Source: an optimization exercise on an open RTL-to-GDS flow (aim: small area, a short achievable clock period and few clock cycles per item). Production flows keep margins and buffers that such runs may drop. At most, simulation tests tie the RTL to the original design; equivalence was not proved. Power is estimated from default activity; no workload was simulated.

Setup of branch tundra:
Design serial_stick_command_decoder_top, start of the top module:
module serial_stick_command_decoder_top (
  input  logic        clk,
  input  logic        rst,
  input  logic        cmd_valid,
  output logic        cmd_ready,
  input  logic        cmd_mode,
  input  logic [7:0]  cmd_rx_byte,
  input  logic [11:0] cmd_rc_pitch,
  input  logic [11:0] cmd_rc_roll,
  output logic        stick_valid,
  input  logic        stick_ready,
  output logic        stick_armed,
  output logic [14:0] stick_throttle,
  output logic [14:0] stick_pitch,
  output logic [14:0] stick_roll,
  output logic        stick_clear_store,
  output logic [3:0]  stick_directions,
  input  logic        psel,
  input  logic        penable,
  input  logic        pwrite,
  input  logic [3:0]  paddr,
  input  logic [31:0] pwdata,
  output logic [31:0] prdata,
  output logic        pready
);
  ssc_pkg::cfg_t cfg;
  ssc_cfg_regs u_cfg (
    .clk     (clk),
    .rst     (rst),
    .psel    (psel),
    .penable (penable),
    .pwrite  (pwrite),
    .paddr   (paddr),
    .pwdata  (pwdata),
    .prdata  (prdata),
    .pready  (pready),
    .cfg     (cfg)
  );
  logic        in_valid;
  logic        in_mode;
  logic [7:0]  in_byte;
  logic        advance;
  assign advance   = in_valid && (!stick_valid || stick_ready);
  assign cmd_ready = !in_valid || advance;
  always_ff @(posedge clk) begin
    if (rst || cmd_ready) in_valid <= !rst && cmd_valid;
  end
  always_ff @(posedge clk) begin
    if (cmd_ready && cmd_valid) begin
      in_mode  <= cmd_mode;
      in_byte  <= cmd_rx_byte;
    end
  end
  logic                     armed_flag;
  logic                     pending;         
  logic [1:0]               chars_left;      
  ...
clock: 7.0 ns
lec_check: 0
cap_margin: 20
core_margin: 2
core_utilization: 55
setup_slack_margin: 3.1
slew_margin: 20
standard.sh (not shown) runs the stock make flow with config.mk's settings and CLKGATE_MAP_FILE= SYNTH_SCRIPT=/design/flow/synth_recipe.tcl, a recipe that flattens the netlist after the stock synthesis.
==> flow/flow/run.sh <==
#!/bin/bash
# The standard layout, with every port buffered by the smallest plain
# buffer (the timing repair resizes the ones on critical paths) instead of
# the delay buffer buffer_ports picks by default.
set -euo pipefail
export BUFFER_PORTS_ARGS="-buffer_cell sky130_fd_sc_hd__buf_1"
bash standard.sh finish > standard_flow.log 2>&1
branch tundra ran to completion and came out clean on the timing, DRC and antenna checks.
Testbench counts of branch tundra, summed over its fixed seeds: cycles 12,042, items 12,026.
Input changes introduced in branch xenon (baseline for comparison: branch tundra):
-- flow/design.v --
<<< branch tundra, line 290
  logic [ChanW-1:0]         center_roll;
  logic signed [StickW-1:0] floor_throttle;
  logic signed [StickW-1:0] throttle_reg;
  logic signed [StickW-1:0] pitch_reg;
  logic signed [StickW-1:0] roll_reg;
>>> branch xenon, line 290
  logic [ChanW-1:0]         center_roll;
  logic signed [StickW-1:0] floor_throttle;
  logic signed [StickW-1:0] throttle_reg;      
  logic                     throttle_own;      
  logic signed [StickW-1:0] throttle_shown;
  logic signed [StickW-1:0] pitch_reg;
  logic signed [StickW-1:0] roll_reg;
<<< branch tundra, line 374
    if (rst || (advance && last_floor))
      floor_throttle <= rst ? signed'(FloorReset) : arg_value;
    if (rst || (advance && (do_arm || last_thr)))
      throttle_reg <= rst ? signed'(ThrottleReset) :
                      do_arm ? signed'(StickW'(cfg.arm_throttle)) :
                      arg_above_floor ? arg_value : floor_throttle;
    if (rst || (advance && (do_center || is_tick || last_pitch)))
      pitch_reg <= rst ? signed'(StickW'(CenterReset)) :
>>> branch xenon, line 376
    if (rst || (advance && last_floor))
      floor_throttle <= rst ? signed'(FloorReset) : arg_value;
    if (rst || (advance && (do_arm || last_thr || last_floor))) begin
      throttle_reg <= rst ? signed'(ThrottleReset) :
                      do_arm ? signed'(StickW'(cfg.arm_throttle)) :
                      last_thr ? arg_value : throttle_shown;
      throttle_own <= rst || !last_thr || arg_above_floor;
    end
    if (rst || (advance && (do_center || is_tick || last_pitch)))
      pitch_reg <= rst ? signed'(StickW'(CenterReset)) :
<<< branch tundra, line 427
  end
  assign stick_armed       = armed_flag;
  assign stick_throttle    = throttle_reg;
  assign stick_pitch       = pitch_reg;
  assign stick_roll        = roll_reg;
>>> branch xenon, line 431
  end
  assign stick_armed       = armed_flag;
  assign throttle_shown    = throttle_own ? throttle_reg : floor_throttle;
  assign stick_throttle    = throttle_shown;
  assign stick_pitch       = pitch_reg;
  assign stick_roll        = roll_reg;
[summary]
- Of branch tundra and branch xenon, the lower quantity of gates resized following cts belongs to branch xenon.
- branch xenon — global-route usage 1.5 points higher, branch tundra as reference
- Proportion of layout cells with a drive suffix above 1 was higher in branch tundra than in branch xenon.
- Proportion of power drawn by combinational gates was lower in branch xenon than in branch tundra.
- branch xenon vs branch tundra, number of cells on the critical path went down by 9.
- NOTE final HPWL from detailed placement branch tundra->branch xenon increased by a little under 10%
Testbench counts of branch xenon, summed over its fixed seeds: cycles 12,042, items 12,026.

* * *

== main ==
Another version of the RTL of serial_stick_command_decoder_top (not shown whole).
For scale: about 1600 cells after synthesis, roughly 160 I/O pins, about 14000 um^2 of cells after synthesis.
==> module serial_stick_command_decoder_top, before the edit <==
module serial_stick_command_decoder_top (
  input  logic        clk,
  input  logic        rst,
  input  logic        cmd_valid,
  output logic        cmd_ready,
  input  logic        cmd_mode,
  input  logic [7:0]  cmd_rx_byte,
  input  logic [11:0] cmd_rc_pitch,
  input  logic [11:0] cmd_rc_roll,
  output logic        stick_valid,
  input  logic        stick_ready,
  output logic        stick_armed,
  output logic [14:0] stick_throttle,
  output logic [14:0] stick_pitch,
  output logic [14:0] stick_roll,
  output logic        stick_clear_store,
  output logic [3:0]  stick_directions,
  input  logic        psel,
  input  logic        penable,
  input  logic        pwrite,
  input  logic [3:0]  paddr,
  input  logic [31:0] pwdata,
  output logic [31:0] prdata,
  output logic        pready
);
  ssc_pkg::cfg_t cfg;
  ssc_cfg_regs u_cfg (
    .clk     (clk),
    .rst     (rst),
    .psel    (psel),
    .penable (penable),
    .pwrite  (pwrite),
    .paddr   (paddr),
    .pwdata  (pwdata),
    .prdata  (prdata),
    .pready  (pready),
    .cfg     (cfg)
  );
  logic        in_valid;
  logic        in_mode;
  logic [7:0]  in_byte;
  logic [11:0] in_pitch;
  logic [11:0] in_roll;
  logic        advance;
  assign advance   = in_valid && (!stick_valid || stick_ready);
  assign cmd_ready = !in_valid || advance;
  always_ff @(posedge clk) begin
    if (rst) begin
      in_valid <= 1'b0;
    end else if (cmd_ready) begin
      in_valid <= cmd_valid;
    end
  end
  always_ff @(posedge clk) begin
    if (cmd_ready && cmd_valid) begin
      in_mode  <= cmd_mode;
      in_byte  <= cmd_rx_byte;
      in_pitch <= cmd_rc_pitch;
      in_roll  <= cmd_rc_roll;
    end
  end
  logic                     armed_flag;
  logic                     pending;         
  logic [1:0]               chars_left;      
  logic [1:0]               target;
  logic [1:0]               phase;
  logic                     negative;
  logic signed [StickW-1:0] sacc;
  logic signed [StickW-1:0] sacc10;          
  logic                     sacc_above;      
  logic [3:0]               dir_flags;
  logic [CountW-1:0]        hold_count;
  logic [ChanW-1:0]         center_pitch;
  logic [ChanW-1:0]         center_roll;
  logic signed [StickW-1:0] floor_throttle;
  logic signed [StickW-1:0] throttle_reg;
  logic signed [StickW-1:0] pitch_reg;
  logic signed [StickW-1:0] roll_reg;
  logic                     clear_reg;
  logic [1:0]               phase_nxt;
  logic                     negative_nxt;
  logic signed [StickW-1:0] arg_value;
  logic signed [StickW-1:0] arg_value10;
  logic                     arg_above_floor;
  ssc_arg_parse u_parse (
    .phase        (phase),
    .negative     (negative),
    .sacc         (sacc),
    .sacc10       (sacc10),
    .sacc_above   (sacc_above),
    .floor_thr    (floor_throttle),
    .ch           (in_byte),
    .phase_nxt    (phase_nxt),
    .negative_nxt (negative_nxt),
    .value        (arg_value),
    .value10      (arg_value10),
    .above_floor  (arg_above_floor)
  );
  logic signed [StickW-1:0] tick_pitch;
  logic signed [StickW-1:0] tick_roll;
  logic [3:0]               tick_dirs;
  logic [CountW-1:0]        tick_hold;
  ssc_tick u_tick (
    .center_pitch   (center_pitch),
    .center_roll    (center_roll),
    .dir_flags      (dir_flags),
    .hold_count     (hold_count),
    .cfg            (cfg),
    .pitch          (tick_pitch),
    .roll           (tick_roll),
    .dir_flags_nxt  (tick_dirs),
    .hold_count_nxt (tick_hold)
  );
  logic is_tick, is_arg, is_cmd, is_last;
  logic do_arm, do_clear, do_center, do_open, do_dir;
  logic [3:0] dir_bit;
  logic [1:0] open_target;
  assign is_tick  = in_mode;
  assign is_arg   = !in_mode && pending;
  assign is_cmd   = !in_mode && !pending;
  assign is_last  = is_arg && (chars_left == 2'd0);
  assign do_arm    = is_cmd && (in_byte == ChArm);
  assign do_clear  = is_cmd && (in_byte == ChClear);
  assign do_center = is_cmd && (in_byte == ChCenter);
  always_comb begin
    open_target = TGT_THROTTLE;
    dir_bit     = 4'd0;
    do_open     = 1'b0;
    case (in_byte)
      ChThr:   begin do_open = 1'b1; open_target = TGT_THROTTLE; end
      ChRoll:  begin do_open = 1'b1; open_target = TGT_ROLL;     end
      ChPitch: begin do_open = 1'b1; open_target = TGT_PITCH;    end
      ChFloor: begin do_open = 1'b1; open_target = TGT_FLOOR;    end
      ChNorth: dir_bit = 4'b0001;
      ChEast:  dir_bit = 4'b0010;
      ChSouth: dir_bit = 4'b0100;
      ChWest:  dir_bit = 4'b1000;
      default: ;
    endcase
  end
  assign do_dir = is_cmd && (dir_bit != 4'd0);
  always_ff @(posedge clk) begin
    if (rst) begin
      armed_flag     <= 1'b0;
      pending        <= 1'b0;
      dir_flags      <= 4'd0;
      hold_count     <= '0;
      center_pitch   <= CenterReset;
      center_roll    <= CenterReset;
      floor_throttle <= FloorReset;
      throttle_reg   <= ThrottleReset;
      pitch_reg      <= StickW'(CenterReset);
      roll_reg       <= StickW'(CenterReset);
    end else if (advance) begin
      if (do_arm) begin
        armed_flag   <= !armed_flag;
        throttle_reg <= signed'(StickW'(cfg.arm_throttle));
      end
      if (do_center) begin
        center_pitch <= in_pitch;
        center_roll  <= in_roll;
        pitch_reg    <= signed'(StickW'(in_pitch));
        roll_reg     <= signed'(StickW'(in_roll));
      end
      if (is_cmd && do_open && armed_flag) pending <= 1'b1;
      if (is_last) pending <= 1'b0;
      if (do_dir) begin
        dir_flags  <= dir_flags | dir_bit;
        hold_count <= '0;
      end
      if (is_tick) begin
        pitch_reg  <= tick_pitch;
        roll_reg   <= tick_roll;
        dir_flags  <= tick_dirs;
        hold_count <= tick_hold;
      end
      if (is_last) begin
        case (target)
          TGT_THROTTLE: throttle_reg   <= arg_above_floor ? arg_value : floor_throttle;
          TGT_ROLL:     roll_reg       <= arg_value;
          TGT_PITCH:    pitch_reg      <= arg_value;
          default:      floor_throttle <= arg_value;
        endcase
      end
    end
  end
  always_ff @(posedge clk) begin
    if (advance) begin
      if (is_cmd) begin
        chars_left <= 2'd3;
        target     <= open_target;
        phase      <= PH_SKIP;
        negative   <= 1'b0;
        sacc       <= '0;
        sacc10     <= '0;
        sacc_above <= floor_throttle[StickW-1];    
      end else if (is_arg) begin
        chars_left <= chars_left - 2'd1;
        phase      <= phase_nxt;
        negative   <= negative_nxt;
        sacc       <= arg_value;
        sacc10     <= arg_value10;
        sacc_above <= arg_above_floor;
      end
    end
  end
  always_ff @(posedge clk) begin
    if (rst) begin
      stick_valid <= 1'b0;
    end else if (advance) begin
      stick_valid <= 1'b1;
    end else if (stick_ready) begin
      stick_valid <= 1'b0;
    end
  end
  always_ff @(posedge clk) begin
    if (advance) clear_reg <= do_clear;
  end
  assign stick_armed       = armed_flag;
  assign stick_throttle    = throttle_reg;
  assign stick_pitch       = pitch_reg;
  assign stick_roll        = roll_reg;
  assign stick_clear_store = clear_reg;
  assign stick_directions  = dir_flags;
endmodule
Settings: LEC_CHECK=0, CAP_MARGIN=20, CORE_MARGIN=2, CORE_UTILIZATION=40, SETUP_SLACK_MARGIN=3.7, SLEW_MARGIN=20; clock period 7.0 ns.
run.sh (not shown) runs the stock make flow with config.mk's settings and CLKGATE_MAP_FILE= SYNTH_SCRIPT=/design/flow/synth_recipe.tcl, a recipe that flattens the netlist after the stock synthesis.
Stock flow here: none of the scripts above is used.
main went all the way through the flow, and no timing, DRC or antenna check failed.
Edits applied to the flow inputs when going from main to the feature branch:
--- a/flow/design.v
+++ b/flow/design.v
@@ -271,6 +271,4 @@
   logic        in_mode;
   logic [7:0]  in_byte;
-  logic [11:0] in_pitch;
-  logic [11:0] in_roll;
   logic        advance;
   assign advance   = in_valid && (!stick_valid || stick_ready);
@@ -287,6 +285,4 @@
       in_mode  <= cmd_mode;
       in_byte  <= cmd_rx_byte;
-      in_pitch <= cmd_rc_pitch;
-      in_roll  <= cmd_rc_roll;
     end
   end
@@ -377,6 +373,4 @@
       dir_flags      <= 4'd0;
       hold_count     <= '0;
-      center_pitch   <= CenterReset;
-      center_roll    <= CenterReset;
       floor_throttle <= FloorReset;
       throttle_reg   <= ThrottleReset;
@@ -389,8 +383,6 @@
       end
       if (do_center) begin
-        center_pitch <= in_pitch;
-        center_roll  <= in_roll;
-        pitch_reg    <= signed'(StickW'(in_pitch));
-        roll_reg     <= signed'(StickW'(in_roll));
+        pitch_reg    <= signed'(StickW'(center_pitch));
+        roll_reg     <= signed'(StickW'(center_roll));
       end
       if (is_cmd && do_open && armed_flag) pending <= 1'b1;
@@ -416,4 +408,20 @@
     end
   end
+  logic pending_after;
+  logic take_center;
+  assign pending_after = !in_valid ? pending :
+                         (is_cmd && do_open && armed_flag) ? 1'b1 :
+                         is_last ? 1'b0 : pending;
+  assign take_center   = cmd_valid && cmd_ready && !cmd_mode
+                         && (cmd_rx_byte == ChCenter) && !pending_after;
+  always_ff @(posedge clk) begin
+    if (rst) begin
+      center_pitch <= CenterReset;
+      center_roll  <= CenterReset;
+    end else if (take_center) begin
+      center_pitch <= cmd_rc_pitch;
+      center_roll  <= cmd_rc_roll;
+    end
+  end
   always_ff @(posedge clk) begin
     if (advance) begin
In summary, the feature branch completed successfully, with a layout that passed the timing, DRC and antenna checks.
Diff main -> the feature branch | total detailed-routing wirelength | down slightly
The feature branch — post-route worst setup slack 0.12 ns lower, main as reference
Compared with main, in the feature branch maximum number of pins on one net before global-route repair went up by 2.7%; number of enable-type register cells in the synthesized netlist went down by 24.
Compared with main, the detailed router inserted more vias in the feature branch.
From main to the feature branch the numbers moved as follows: first-iteration DRC count up 48, area occupied by registers saw a decrease, register-to-register slack decreased 0.14 ns.
No run of this note included a check of the RTL's function; only the layout flow was run.

* * *

Another version of the RTL of serial_stick_command_decoder_top (not shown whole).
Size: roughly 170 flip-flops, about 160 I/O pins.
==> module ssc_tick, before the edit <==
module ssc_tick (
  input  logic [ChanW-1:0]         center_pitch,
  input  logic [ChanW-1:0]         center_roll,
  input  logic [3:0]               dir_flags,
  input  logic [CountW-1:0]        hold_count,
  input  ssc_pkg::cfg_t            cfg,
  output logic signed [StickW-1:0] pitch,
  output logic signed [StickW-1:0] roll,
  output logic [3:0]               dir_flags_nxt,
  output logic [CountW-1:0]        hold_count_nxt
);
  logic expired;
  logic [StickW-1:0] adj_p, adj_r;
  assign adj_p = (dir_flags[2] ^ dir_flags[0]) ? StickW'(cfg.adjustment) : '0;
  assign adj_r = (dir_flags[3] ^ dir_flags[1]) ? StickW'(cfg.adjustment) : '0;
  assign pitch = dir_flags[0] ? StickW'(center_pitch) - adj_p : StickW'(center_pitch) + adj_p;
  assign roll  = dir_flags[1] ? StickW'(center_roll)  - adj_r : StickW'(center_roll)  + adj_r;
  assign expired = hold_count > CountW'(cfg.hold_limit);
  assign dir_flags_nxt  = expired ? 4'd0 : dir_flags;
  assign hold_count_nxt = expired ? CountW'(1) : hold_count + 1'b1;
endmodule
clock: 7.0 ns
lec_check: 0
cap_margin: 20
core_margin: 2
core_utilization: 40
slew_margin: 20
The first run passed the timing, DRC and antenna checks.
Next try:
--- a/flow/design.v
+++ b/flow/design.v
@@ -132,8 +132,11 @@
   logic expired;
   logic [StickW-1:0] adj_p, adj_r;
-  assign adj_p = (dir_flags[2] ^ dir_flags[0]) ? StickW'(cfg.adjustment) : '0;
-  assign adj_r = (dir_flags[3] ^ dir_flags[1]) ? StickW'(cfg.adjustment) : '0;
-  assign pitch = dir_flags[0] ? StickW'(center_pitch) - adj_p : StickW'(center_pitch) + adj_p;
-  assign roll  = dir_flags[1] ? StickW'(center_roll)  - adj_r : StickW'(center_roll)  + adj_r;
+  logic              sub_p, sub_r;
+  assign sub_p = dir_flags[0] && !dir_flags[2];
+  assign sub_r = dir_flags[1] && !dir_flags[3];
+  assign adj_p = ((dir_flags[2] ^ dir_flags[0]) ? StickW'(cfg.adjustment) : '0) ^ {StickW{sub_p}};
+  assign adj_r = ((dir_flags[3] ^ dir_flags[1]) ? StickW'(cfg.adjustment) : '0) ^ {StickW{sub_r}};
+  assign pitch = StickW'(center_pitch) + adj_p + StickW'(sub_p);
+  assign roll  = StickW'(center_roll)  + adj_r + StickW'(sub_r);
   assign expired = hold_count > CountW'(cfg.hold_limit);
   assign dir_flags_nxt  = expired ? 4'd0 : dir_flags;
Total power goes down slightly.
Non-clock buffer count goes down by 19.
Via count goes down by a few percent.
Clock power goes down by a few percent.
Register-to-register slack gains 0.19 ns.
Wire length goes down by a few percent.
Worst hold slack loses 0.0059 ns.
Setup slack gains 0.19 ns.
Count of clock-buffer cells in the layout goes down by 5.
Function was not checked in any run of this note: the RTL went through the layout flow alone.

-- separate check: timing with driven ports --
Ports are ideal in the flow. The routed layouts listed here were re-timed in OpenROAD. Step 1 sets driving cells, clkbuf_16 on the clock port and buf_2 on the other inputs (assumed; they add their load-dependent delay and slew). Step 2 also shifts input and output timing later by t, the mid clock arrival at the registers, as if the neighbouring blocks saw the same clock. a / b / c = ideal / step 1 / step 2; a / b = the first two.
run	shift t [ns]	slack for setup (ns)	hold slack, ns	worst data-port slew with drivers (ns)
branch tundra	0.477	3.145 / 3.145 / 3.145	0.584 / 0.584 / 0.584	0.03
branch xenon	0.497	3.209 / 3.187 / 3.154	0.561 / 0.561 / 0.561	0.05
main	0.579	3.428 / 3.357 / 3.345	0.453 / 0.453 / 0.453	0.10
the feature branch	0.505	3.312 / 3.260 / 3.260	0.483 / 0.483 / 0.483	0.05
the first run of note 3	0.480	0.224 / 0.224 / 0.061	0.471 / 0.471 / 0.471	0.08
the second run of note 3	0.483	0.415 / 0.415 / 0.115	0.466 / 0.466 / 0.466	0.05
After both steps setup and hold are still met in every run listed. For the second run of note 3, which loses most, drivers alone change the setup slack by 0.000 ns; drivers and shift together by -0.300 ns.
